From an optimization exercise on the open Yosys and OpenROAD flow, aimed at small area, a short achievable clock period and few clock cycles per item; shortcuts taken in it are not production practice.
At most, simulation tests tie the RTL to the original design; equivalence was not proved.
No activity file was given, so power comes from the tool's default toggle rates.

==> delta <==
==> flow/design.v (excerpt) <==
module mips_alu_top (
    input  logic        clk,
    input  logic        reset,
    input  logic        wb_cyc,
    input  logic        wb_stb,
    input  logic        wb_we,
    input  logic [5:0]  wb_adr,
    input  logic [31:0] wb_dat_w,
    output logic [31:0] wb_dat_r,
    output logic        wb_ack
);
Settings: LEC_CHECK=0, CAP_MARGIN=20, CORE_MARGIN=2, CORE_UTILIZATION=40, SETUP_SLACK_MARGIN=3.5, SLEW_MARGIN=20, SYNTH_HIERARCHICAL=1; clock period 10.0 ns.
standard.sh (not shown) runs the stock make flow with config.mk's settings and CLKGATE_MAP_FILE= SYNTH_SCRIPT=/design/flow/synth_recipe.tcl, a recipe that flattens the netlist after the stock synthesis.
==> flow/flow/run.sh <==
#!/bin/bash
# Own layout flow: the standard flow (standard.sh) with two changes.
#  - Synthesis: the ABC step maps with flow/abc_map.script, an area-recovering mapping, in
#    place of ORFS's abc_speed.script. Registers, hierarchy handling, flattening and renaming are
#    the standard flow's own (synth_recipe.tcl).
#  - CTS: no dummy loads, and larger sink clusters (fewer leaf buffers).
set -euo pipefail
WORK=$PWD
export MY_ABC_SCRIPT=$WORK/flow/abc_map.script
{
  echo 'proc abc {args} {'
  echo '  set i [lsearch -exact $args -script]'
  echo '  if { $i >= 0 } { lset args [expr {$i + 1}] $::env(MY_ABC_SCRIPT) }'
  echo '  puts "abc with script $::env(MY_ABC_SCRIPT)"'
  echo '  yosys abc {*}$args'
  echo '}'
  echo "source $WORK/synth_recipe.tcl"
} > $WORK/own_synth.tcl
CTS="-sink_clustering_enable -repair_clock_nets -dont_use_dummy_load -sink_clustering_size 25 -sink_clustering_max_diameter 100"
sed -e "s|SYNTH_SCRIPT=[^ ]*|SYNTH_SCRIPT=$WORK/own_synth.tcl|" \
    -e "s|CLKGATE_MAP_FILE= |CLKGATE_MAP_FILE= 'CTS_ARGS=$CTS' |" standard.sh > own_standard.sh
grep -q "SYNTH_SCRIPT=$WORK/own_synth.tcl" own_standard.sh
grep -q "CTS_ARGS=" own_standard.sh
bash own_standard.sh finish > own_flow_make.log 2>&1
==> flow/flow/abc_map.script <==
&get -n
&st
&dch -f
&nf -R 1000
&put
buffer -c
topo
stime -c
upsize -c
dnsize -c
==> pepper (differences from delta) <==
--- a/flow/design.v
+++ b/flow/design.v
@@ -61,14 +61,15 @@
         logic [32-1:0] dat_w;
     } wb_req_t;
 endpackage
 `timescale 1ns/1ns
 module alu_execute (
     input  logic [31:0] a,
     input  logic [31:0] b,
+    input  logic [4:0]  shamt,
     input  logic        sub,
     input  logic        c_arith,
     input  logic        c_slt,
     input  logic        c_sltu,
     input  logic        c_shift,
     input  logic        sh_left,
     input  logic        sh_arith,
@@ -88,15 +89,15 @@
     assign lt_u    = ~sum[32];
     logic [31:0] sh_in, sh_out, sh_res;
     logic        sh_fill;
     assign sh_fill = sh_arith & b[31];
     always_comb begin
         for (int i = 0; i < 32; i++) sh_in[i] = sh_left ? b[31-i] : b[i];
     end
-    assign sh_out = 32'({{32{sh_fill}}, sh_in} >> a[4:0]);
+    assign sh_out = 32'({{32{sh_fill}}, sh_in} >> shamt);
     always_comb begin
         for (int i = 0; i < 32; i++) sh_res[i] = sh_left ? sh_out[31-i] : sh_out[i];
     end
     always_comb begin
         result = ({32{c_arith}} & sum[31:0])
                | ({32{c_slt}}   & {31'd0, lt_s})
                | ({32{c_sltu}}  & {31'd0, lt_u})
@@ -157,28 +158,31 @@
     assign rs    = wb_dat_w[25:21];
     assign rt    = wb_dat_w[20:16];
     assign rd    = wb_dat_w[15:11];
     assign sa    = wb_dat_w[10:6];
     assign fn    = wb_dat_w[5:0];
     assign imm16 = wb_dat_w[15:0];
     logic req;
-    logic stall;
+    logic rd_q;    
     assign req    = wb_cyc & wb_stb;
-    assign wb_ack = req & ~stall;    
+    assign wb_ack = req & (wb_we | rd_q);
     logic        p_we;         
     logic [4:0]  p_dest;
     logic [31:0] p_a, p_b;
+    logic        p_fixed;      
+    logic [4:0]  p_sa;
     logic        p_sub, p_ovf_check;
     logic        p_arith, p_slt, p_sltu, p_shift, p_left, p_sra;
     logic        p_and, p_or, p_xor, p_nor, p_pass;
     logic        p_ovf_raw, p_ovf;
     logic [31:0] p_result;
     logic        p_wr;
     alu_execute alu_i (
         .a        (p_a),
+        .shamt    (p_fixed ? p_sa : p_a[4:0]),
         .b        (p_b),
         .sub      (p_sub),
         .c_arith  (p_arith),
         .c_slt    (p_slt),
         .c_sltu   (p_sltu),
         .c_shift  (p_shift),
         .sh_left  (p_left),
@@ -192,25 +196,27 @@
         .ovf_raw  (p_ovf_raw)
     );
     assign p_ovf = p_ovf_check & p_ovf_raw;
     assign p_wr = p_we & ~p_ovf;
     logic [4:0]  a_addr;
     logic [31:0] rf_a, rf_b, a_data, b_data;
     logic        a_hit, b_hit;
-    assign a_addr = wb_adr[5] ? rs : wb_adr[4:0];
-    assign a_hit  = p_wr & (p_dest == a_addr);
+    logic        a_en;
+    assign a_addr = wb_adr[4:0] | (rs & {5{wb_adr[5]}});
+    assign a_en   = ~wb_adr[5] | wb_we;
+    assign a_hit  = p_wr & a_en & (p_dest == a_addr);
     assign b_hit  = p_wr & (p_dest == rt);
     logic [31*32-1:0] regs_flat;
     always_comb begin
         for (int i = 1; i < 32; i++) regs_flat[32*(i-1) +: 32] = regs[i];
     end
     rf_read_port port_a_i (
         .regs_flat (regs_flat),
         .addr      (a_addr),
-        .en        (1'b1),
+        .en        (a_en),
         .data      (rf_a)
     );
     rf_read_port port_b_i (
         .regs_flat (regs_flat),
         .addr      (rt),
         .en        (1'b1),
         .data      (rf_b)
@@ -271,15 +277,15 @@
     assign is_reg_wr  = req & wb_we & ~wb_adr[5];
     assign is_stat_wr = req & wb_we & (wb_adr == 6'd33);
     assign w_dest     = wb_adr[5] ? (special ? rd : rt) : wb_adr[4:0];
     logic [31:0] a_next, b_next, b_sel;
     logic        sub;
     logic        fixed_shift;
     assign fixed_shift = special & (fn[5:2] == 4'd0);
-    assign a_next = fixed_shift ? {27'd0, sa} : a_data;
+    assign a_next = a_data;
     always_comb begin
         if (~wb_adr[5])          b_sel = wb_dat_w;
         else if (special)        b_sel = b_data;
         else if (c_lui)          b_sel = {imm16, 16'd0};
         else if (op[2])          b_sel = {16'd0, imm16};
         else                     b_sel = {{16{imm16[15]}}, imm16};
     end
@@ -293,14 +299,16 @@
             p_we        <= (is_inst & kept | is_reg_wr) & (w_dest != 5'd0);
             p_ovf_check <= is_inst & ovf_check;
         end
     end
     always_ff @(posedge clk) begin
         p_dest      <= w_dest;
         p_a         <= a_next;
+        p_fixed     <= fixed_shift;
+        p_sa        <= sa;
         p_b         <= b_next;
         p_sub       <= sub;
         p_arith     <= wb_adr[5] & c_arith;
         p_slt       <= wb_adr[5] & c_slt;
         p_sltu      <= wb_adr[5] & c_sltu;
         p_shift     <= wb_adr[5] & c_shift;
         p_left      <= (fn[1:0] == 2'b00);
@@ -322,11 +330,22 @@
         if (reset || is_stat_wr) begin
             status <= 2'b00;
         end else begin
             status[0] <= status[0] | p_ovf;
             status[1] <= status[1] | (is_inst & ~kept);
         end
     end
-    assign stall = ~wb_we & (wb_adr[5] ? (wb_adr[4:0] == 5'd1) & p_ovf_check
-                                       : p_we & (p_dest == wb_adr[4:0]));
-    assign wb_dat_r = wb_adr[5] ? ((wb_adr[4:0] == 5'd1) ? {30'd0, status} : 32'd0) : rf_a;
+    logic [31:0] rd_data;
+    logic [1:0]  status_now;
+    assign status_now = {status[1], status[0] | p_ovf};
+    always_ff @(posedge clk) begin
+        if (reset) begin
+            rd_q <= 1'b0;
+        end else begin
+            rd_q <= req & ~wb_we & ~rd_q;
+        end
+    end
+    always_ff @(posedge clk) begin
+        rd_data <= a_data | {30'd0, status_now & {2{wb_adr == 6'd33}}};
+    end
+    assign wb_dat_r = rd_data;
 endmodule
==> flow/flow/run.sh (replaced) <==
#!/bin/bash
set -euo pipefail
WORK=$PWD
export MY_ABC_SCRIPT=$WORK/flow/abc_map.script
export MY_ABC_DONT_USE="$(cat $WORK/flow/abc_dont_use.txt)"
{
  echo 'proc abc {args} {'
  echo '  set i [lsearch -exact $args -script]'
  echo '  if { $i >= 0 } { lset args [expr {$i + 1}] $::env(MY_ABC_SCRIPT) }'
  echo '  foreach c $::env(MY_ABC_DONT_USE) { lappend args -dont_use $c }'
  echo '  puts "abc with script $::env(MY_ABC_SCRIPT)"'
  echo '  yosys abc {*}$args'
  echo '}'
  echo "source $WORK/synth_recipe.tcl"
} > $WORK/own_synth.tcl
CTS="-sink_clustering_enable -repair_clock_nets -dont_use_dummy_load -sink_clustering_size 25 -sink_clustering_max_diameter 100"
sed -e "s|SYNTH_SCRIPT=[^ ]*|SYNTH_SCRIPT=$WORK/own_synth.tcl|" \
    -e "s|CLKGATE_MAP_FILE= |CLKGATE_MAP_FILE= 'CTS_ARGS=$CTS' |" \
    -e "s|\"\${@:-finish}\"|SETUP_SLACK_MARGIN=5.75 \"\${@:-finish}\"|" standard.sh > own_standard.sh
grep -q "SYNTH_SCRIPT=$WORK/own_synth.tcl" own_standard.sh
grep -q "CTS_ARGS=" own_standard.sh
grep -q "SETUP_SLACK_MARGIN=5.75" own_standard.sh
bash own_standard.sh finish > own_flow_make.log 2>&1
==> flow/flow/abc_dont_use.txt (new file) <==
sky130_fd_sc_hd__or3_1 sky130_fd_sc_hd__or3_2 sky130_fd_sc_hd__or3_4 sky130_fd_sc_hd__or3b_1 sky130_fd_sc_hd__or3b_2 sky130_fd_sc_hd__or3b_4 sky130_fd_sc_hd__or4_1 sky130_fd_sc_hd__or4_2 sky130_fd_sc_hd__or4_4 sky130_fd_sc_hd__or4b_1 sky130_fd_sc_hd__or4b_2 sky130_fd_sc_hd__or4b_4 sky130_fd_sc_hd__or4bb_1 sky130_fd_sc_hd__or4bb_2 sky130_fd_sc_hd__or4bb_4 
Settings changed: SETUP_SLACK_MARGIN 3.5 to not set, SYNTH_HIERARCHICAL 1 to not set.
==> cedar (differences from delta) <==
--- a/flow/design.v
+++ b/flow/design.v
@@ -57,88 +57,14 @@
         logic                 cyc;
         logic                 stb;
         logic                 we;
         logic [6-1:0] adr;
         logic [32-1:0] dat_w;
     } wb_req_t;
 endpackage
-`timescale 1ns/1ns
-module alu_execute (
-    input  logic [31:0] a,
-    input  logic [31:0] b,
-    input  logic        sub,
-    input  logic        c_arith,
-    input  logic        c_slt,
-    input  logic        c_sltu,
-    input  logic        c_shift,
-    input  logic        sh_left,
-    input  logic        sh_arith,
-    input  logic        c_and,
-    input  logic        c_or,
-    input  logic        c_xor,
-    input  logic        c_nor,
-    input  logic        c_pass,
-    output logic [31:0] result,
-    output logic        ovf_raw
-);
-    logic [32:0] sum;
-    logic        lt_s, lt_u;
-    assign sum     = {1'b0, a} + {1'b0, b} + {32'd0, sub};
-    assign ovf_raw = (a[31] == b[31]) && (sum[31] != a[31]);
-    assign lt_s    = sum[31] ^ ovf_raw;
-    assign lt_u    = ~sum[32];
-    logic [31:0] sh_in, sh_out, sh_res;
-    logic        sh_fill;
-    assign sh_fill = sh_arith & b[31];
-    always_comb begin
-        for (int i = 0; i < 32; i++) sh_in[i] = sh_left ? b[31-i] : b[i];
-    end
-    assign sh_out = 32'({{32{sh_fill}}, sh_in} >> a[4:0]);
-    always_comb begin
-        for (int i = 0; i < 32; i++) sh_res[i] = sh_left ? sh_out[31-i] : sh_out[i];
-    end
-    always_comb begin
-        result = ({32{c_arith}} & sum[31:0])
-               | ({32{c_slt}}   & {31'd0, lt_s})
-               | ({32{c_sltu}}  & {31'd0, lt_u})
-               | ({32{c_shift}} & sh_res)
-               | ({32{c_and}}   & (a & b))
-               | ({32{c_or}}    & (a | b))
-               | ({32{c_xor}}   & (a ^ b))
-               | ({32{c_nor}}   & ~(a | b))
-               | ({32{c_pass}}  & b);
-    end
-endmodule
-`timescale 1ns/1ns
-module rf_read_port (
-    input  logic [31*32-1:0] regs_flat,    
-    input  logic [4:0]       addr,
-    input  logic             en,
-    output logic [31:0]      data
-);
-    logic [31:0] sel;
-    always_comb begin
-        sel = '0;
-        for (int i = 1; i < 32; i++) sel[i] = en & (addr == 5'(i));
-    end
-    logic [31:0] lvl0 [0:31];
-    logic [31:0] lvl1 [0:15];
-    logic [31:0] lvl2 [0:7];
-    logic [31:0] lvl3 [0:3];
-    logic [31:0] lvl4 [0:1];
-    always_comb begin
-        lvl0[0] = '0;
-        for (int i = 1; i < 32; i++) lvl0[i] = {32{sel[i]}} & regs_flat[32*(i-1) +: 32];
-        for (int i = 0; i < 16; i++) lvl1[i] = lvl0[2*i] | lvl0[2*i+1];
-        for (int i = 0; i < 8; i++)  lvl2[i] = lvl1[2*i] | lvl1[2*i+1];
-        for (int i = 0; i < 4; i++)  lvl3[i] = lvl2[2*i] | lvl2[2*i+1];
-        for (int i = 0; i < 2; i++)  lvl4[i] = lvl3[2*i] | lvl3[2*i+1];
-        data = lvl4[0] | lvl4[1];
-    end
-endmodule
 `timescale 1ns/1ns
 module mips_alu_top (
     input  logic        clk,
     input  logic        reset,
     input  logic        wb_cyc,
     input  logic        wb_stb,
     input  logic        wb_we,
@@ -166,59 +92,61 @@
     assign wb_ack = req & ~stall;    
     logic        p_we;         
     logic [4:0]  p_dest;
     logic [31:0] p_a, p_b;
     logic        p_sub, p_ovf_check;
     logic        p_arith, p_slt, p_sltu, p_shift, p_left, p_sra;
     logic        p_and, p_or, p_xor, p_nor, p_pass;
-    logic        p_ovf_raw, p_ovf;
+    logic [32:0] p_sum;
+    logic [31:0] p_bx;
+    logic        p_ovf_raw, p_ovf, p_lt_s, p_lt_u;
     logic [31:0] p_result;
     logic        p_wr;
-    alu_execute alu_i (
-        .a        (p_a),
-        .b        (p_b),
-        .sub      (p_sub),
-        .c_arith  (p_arith),
-        .c_slt    (p_slt),
-        .c_sltu   (p_sltu),
-        .c_shift  (p_shift),
-        .sh_left  (p_left),
-        .sh_arith (p_sra),
-        .c_and    (p_and),
-        .c_or     (p_or),
-        .c_xor    (p_xor),
-        .c_nor    (p_nor),
-        .c_pass   (p_pass),
-        .result   (p_result),
-        .ovf_raw  (p_ovf_raw)
-    );
-    assign p_ovf = p_ovf_check & p_ovf_raw;
+    assign p_bx      = p_b;
+    assign p_sum     = {1'b0, p_a} + {1'b0, p_bx} + {32'd0, p_sub};
+    assign p_ovf_raw = (p_a[31] == p_bx[31]) && (p_sum[31] != p_a[31]);
+    assign p_ovf     = p_ovf_check & p_ovf_raw;
+    assign p_lt_s    = p_sum[31] ^ p_ovf_raw;
+    assign p_lt_u    = ~p_sum[32];
+    logic [31:0] sh_in, sh_out, sh_res;
+    logic        sh_fill;
+    assign sh_fill = p_sra & p_b[31];
+    always_comb begin
+        for (int i = 0; i < 32; i++) sh_in[i] = p_left ? p_b[31-i] : p_b[i];
+    end
+    assign sh_out = 32'({{32{sh_fill}}, sh_in} >> p_a[4:0]);
+    always_comb begin
+        for (int i = 0; i < 32; i++) sh_res[i] = p_left ? sh_out[31-i] : sh_out[i];
+    end
+    always_comb begin
+        p_result = ({32{p_arith}} & p_sum[31:0])
+                 | ({32{p_slt}}   & {31'd0, p_lt_s})
+                 | ({32{p_sltu}}  & {31'd0, p_lt_u})
+                 | ({32{p_shift}} & sh_res)
+                 | ({32{p_and}}   & (p_a & p_b))
+                 | ({32{p_or}}    & (p_a | p_b))
+                 | ({32{p_xor}}   & (p_a ^ p_b))
+                 | ({32{p_nor}}   & ~(p_a | p_b))
+                 | ({32{p_pass}}  & p_b);
+    end
     assign p_wr = p_we & ~p_ovf;
     logic [4:0]  a_addr;
     logic [31:0] rf_a, rf_b, a_data, b_data;
     logic        a_hit, b_hit;
     assign a_addr = wb_adr[5] ? rs : wb_adr[4:0];
     assign a_hit  = p_wr & (p_dest == a_addr);
     assign b_hit  = p_wr & (p_dest == rt);
-    logic [31*32-1:0] regs_flat;
-    always_comb begin
-        for (int i = 1; i < 32; i++) regs_flat[32*(i-1) +: 32] = regs[i];
-    end
-    rf_read_port port_a_i (
-        .regs_flat (regs_flat),
-        .addr      (a_addr),
-        .en        (1'b1),
-        .data      (rf_a)
-    );
-    rf_read_port port_b_i (
-        .regs_flat (regs_flat),
-        .addr      (rt),
-        .en        (1'b1),
-        .data      (rf_b)
-    );
+    always_comb begin
+        rf_a = '0;
+        rf_b = '0;
+        for (int i = 1; i < 32; i++) begin
+            rf_a = rf_a | ({32{a_addr == 5'(i)}} & regs[i]);
+            rf_b = rf_b | ({32{rt == 5'(i)}} & regs[i]);
+        end
+    end
     assign a_data = a_hit ? p_result : rf_a;
     assign b_data = b_hit ? p_result : rf_b;
     logic special;
     logic sa_zero, rs_zero;
     logic kept;
     logic ovf_check;
     logic c_arith, c_slt, c_sltu, c_shift, c_and, c_or, c_xor, c_nor, c_lui;
==> flow/flow/run.sh (replaced) <==
#!/bin/bash
# Own layout flow: the standard flow (standard.sh) unchanged except that the ABC step of
# synthesis maps with flow/abc_map.script, an area-recovering mapping, in place of ORFS's
# abc_speed.script. Registers, hierarchy handling, flattening and renaming are the standard flow's own.
set -euo pipefail
WORK=$PWD
export MY_ABC_SCRIPT=$WORK/flow/abc_map.script
# synthesis script: override abc's -script, then run the standard flow's own synthesis script
{
  echo 'proc abc {args} {'
  echo '  set i [lsearch -exact $args -script]'
  echo '  if { $i >= 0 } { lset args [expr {$i + 1}] $::env(MY_ABC_SCRIPT) }'
  echo '  puts "abc with script $::env(MY_ABC_SCRIPT)"'
  echo '  yosys abc {*}$args'
  echo '}'
  echo "source $WORK/synth_recipe.tcl"
} > $WORK/own_synth.tcl
sed "s|SYNTH_SCRIPT=[^ ]*|SYNTH_SCRIPT=$WORK/own_synth.tcl|" standard.sh > own_standard.sh
grep -q "SYNTH_SCRIPT=$WORK/own_synth.tcl" own_standard.sh
bash own_standard.sh finish > own_flow_make.log 2>&1
Settings changed: SYNTH_HIERARCHICAL 1 to not set.
==> qor summary <==
quantity	delta	pepper	cedar
Hold-critical path endpoint	status[1]$_SDFF_PP0_	rd_q$_SDFF_PP0_	status[0]$_SDFF_PP0_
Result of the run	finished clean	finished clean	finished clean
Flip-flop and latch power	5.50 mW	5.62 mW	5.56 mW
Multi-Input Combinational	2760	2656	2643
Chip height	365 um	361 um	359 um
Met3 track utilization from global routing	0.0860	0.119	0.129
Layout Area Growth over Synthesis	15.1%	17.1%	20.8%
Hold Worst Slack	485 ps	484 ps	454 ps
CTS HTree Levels	2	2	3
Initial core utilization	0.403	0.404	0.403
Fillcell total	11500	11000	10700
Worst setup margin	2890 ps	5590 ps	3340 ps
Critical path capture point	wb_dat_r[0]	p_b[24]$_DFF_P_	wb_dat_r[17]
Share of the core filled with cells	0.464	0.473	0.487
Launch point of the worst reg-to-reg path	p_a[1]$_DFF_P_	p_a[4]$_DFF_P_	p_a[2]$_DFF_P_
Fraction of area in multi-input gates	0.346	0.331	0.313
Initial antenna violation count	11	9	9
Clock-cell share	0.0209	0.0210	0.0578
Tap cell instance count	1742	1650	1650
Testbench counts of delta, summed over its fixed seeds: cycles 84,463, transfers 83,662.
Testbench counts of pepper, summed over its fixed seeds: cycles 106,782, transfers 83,662.
Function not checked in cedar: the RTL went through the layout flow alone.

-- separate check: timing with driven ports --
No port has a modelled driver above. Below, the same layouts with a new extraction and two added sets of constraints.
Step 1 assumes that a clkbuf_16 drives the clock port and a buf_2 every other input.
Step 2 times the ports against the registers' clock, not the clock port: input delays grow and output delays shrink by t, the midpoint of the rising clock arrivals with the driver on.
a / b / c = no drivers / after step 1 / after step 2; a / b = the first two.
run	t, ns	slack for setup (ns)	worst setup path at the end	latest minus earliest clock arrival (ns)	worst slew at a driven data input, ns
delta	0.730	2.885 / 2.727 / 2.727	input to output	0.040 / 0.040	0.16
pepper	0.732	5.593 / 5.582 / 4.863	input to register	0.044 / 0.044	0.13
cedar	0.803	3.344 / 3.127 / 2.921	input to register	0.048 / 0.047	0.23
After both steps every run listed still meets setup and hold. The setup slack of pepper, which loses most, moves by -0.011 ns with the drivers and by -0.730 ns with both steps.
